From an optimization exercise on the open Yosys and OpenROAD flow, aimed at small area, a short achievable clock period and few clock cycles per item; shortcuts taken in it are not production practice.
The RTL was checked by simulation tests, not by an equivalence proof against the original design.

==> flow/design.v (excerpt) <==
module aes_block_encrypt_unit (
	input  logic        clk,
	input  logic        arst_n,
	input  logic        start,
	output logic        busy,
	input  logic [63:0] plaintext_high,
	input  logic [63:0] plaintext_low,
	output logic        done,
	output logic [63:0] ciphertext_high,
	output logic [63:0] ciphertext_low,
	input  logic        cfg_we,
	input  logic [2:0]  cfg_index,
	input  logic [63:0] cfg_data
);
Settings: LEC_CHECK=0, ABC_AREA=1, CAP_MARGIN=20, CORE_MARGIN=2, CORE_UTILIZATION=45, PLACE_DENSITY=0.6, SETUP_SLACK_MARGIN=2.0, SLEW_MARGIN=20; clock period 7.0 ns.
run.sh (not shown) runs the stock make flow with config.mk's settings and CLKGATE_MAP_FILE= SYNTH_SCRIPT=/design/flow/synth_recipe.tcl, a recipe that flattens the netlist after the stock synthesis.
The starting point finished with timing, DRC and antenna clean.
Testbench counts at the start, summed over its fixed seeds: cycles 30,296, blocks 2,304.
Change:
==> flow/flow/run.sh (new file) <==
#!/bin/bash
# Layout flow: the standard flow (standard synthesis, floorplan, placement, CTS, routing)
# with one change: the buffers that placement puts on every input and output port are
# sky130_fd_sc_hd__buf_1 instead of the buffer_ports default pick (clkdlybuf4s50_1).
# The make output goes to standard_flow.log; each ORFS step keeps its own log under orfs/logs.
set -euo pipefail
bash standard.sh "BUFFER_PORTS_ARGS=-buffer_cell sky130_fd_sc_hd__buf_1" finish > standard_flow.log 2>&1
==> flow/standard.sh (new file) <==
#!/bin/bash
# synth_recipe.tcl (not shown) runs the flow's synth.tcl, then flattens the netlist and writes it again
# the make line also repeats each setting of config.mk as NAME=value (left out here)
make -C /OpenROAD-flow-scripts/flow DESIGN_CONFIG=/design/flow/config.mk WORK_HOME=/design/flow/orfs CLKGATE_MAP_FILE= SYNTH_SCRIPT=/design/flow/synth_recipe.tcl "${@:-finish}"
Settings changed: CORE_UTILIZATION 45 to 50, PLACE_DENSITY 0.6 to 0.65.
removed: flow/run.sh
Area after synthesis is unchanged.
Sequential share of layout area climbs by 0.62 points.
Clock-buffer cell count climbs by 4.
Fmax hardly moves.
Die area went down by 9.9%.
Change:
==> flow/flow/run.sh (replaced) <==
#!/bin/bash
# Layout flow: the standard flow with two changes:
# - synthesis maps with ABC's area script using "dch -f" (full choice computation) instead of
#   "dch"; the rest of synthesis, and so every register, is unchanged;
# - the buffers placement puts on every input and output port are sky130_fd_sc_hd__buf_1.
# The make output goes to standard_flow.log; each ORFS step keeps its own log under orfs/logs.
set -euo pipefail
mkdir -p scripts_mod
cp -r "$FLOW_HOME"/scripts/. scripts_mod/
sed -i 's/^dch$/dch -f/' scripts_mod/abc_area.script
bash standard.sh "SCRIPTS_DIR=$PWD/scripts_mod" "BUFFER_PORTS_ARGS=-buffer_cell sky130_fd_sc_hd__buf_1" finish > standard_flow.log 2>&1
Settings changed: CAP_MARGIN 20 to 0, SLEW_MARGIN 20 to 0.
Outcome: Non-clock buffer count came out higher by 40; worst setup slack improves by 0.0072 ns; routed wire length drops by a few percent; global-route usage shrinks by 0.47 points; die area falls by a few percent.
Change:
==> flow/run.sh (new file) <==
#!/bin/bash
# synth_recipe.tcl (not shown) runs the flow's synth.tcl, then flattens the netlist and writes it again
# the make line also repeats each setting of config.mk as NAME=value (left out here)
make -C /OpenROAD-flow-scripts/flow DESIGN_CONFIG=/design/flow/config.mk WORK_HOME=/design/flow/orfs CLKGATE_MAP_FILE= SYNTH_SCRIPT=/design/flow/synth_recipe.tcl finish
Settings changed: CAP_MARGIN 0 to 20, SETUP_SLACK_MARGIN 2.0 to 2.3, SLEW_MARGIN 0 to 20.
removed: flow/flow/run.sh
removed: flow/standard.sh
Effect:
- critical path depth went up by 17
- hold slack loses 0.0048 ns
- first-iteration DRC count went up by about 9%
- die area went up by about 2.2%
- register-to-register slack gains 0.25 ns
- count of clock-buffer cells in the layout went down by 21
- global-route usage went up by 1.3 points
- design area went up by 13%
- non-clock buffer count went up by 245

[re-timing with driven ports]
The flow's constraints put no driver on any port. The routed layouts listed below were extracted and timed again, unchanged, in two steps. Step 1 sets driving cells, clkbuf_16 on the clock port and buf_2 on the other inputs (assumed; they add their load-dependent delay and slew). Step 2, shift: input delay + t, output delay - t, t = (earliest + latest rising clock arrival at the registers) / 2. This alone moves slack from input paths to output paths. a / b / c = ideal ports / drivers / drivers and shift; a / b = the first two.
| run | t, ns | setup WS [ns] | worst data-port slew with drivers (ns) |
|---|---|---|---|
| the first run | 0.808 | 2.044 / 2.044 / 1.480 | 0.15 |
| the second run | 0.814 | 2.040 / 2.040 / 1.425 | 0.22 |
| the third run | 0.814 | 2.047 / 2.047 / 1.478 | 0.17 |
| the fourth run | 0.827 | 2.294 / 2.294 / 1.550 | 0.24 |
After both steps setup and hold are still met in every run listed. For the fourth run, which loses most, drivers alone change the setup slack by 0.000 ns; drivers and shift together by -0.744 ns.
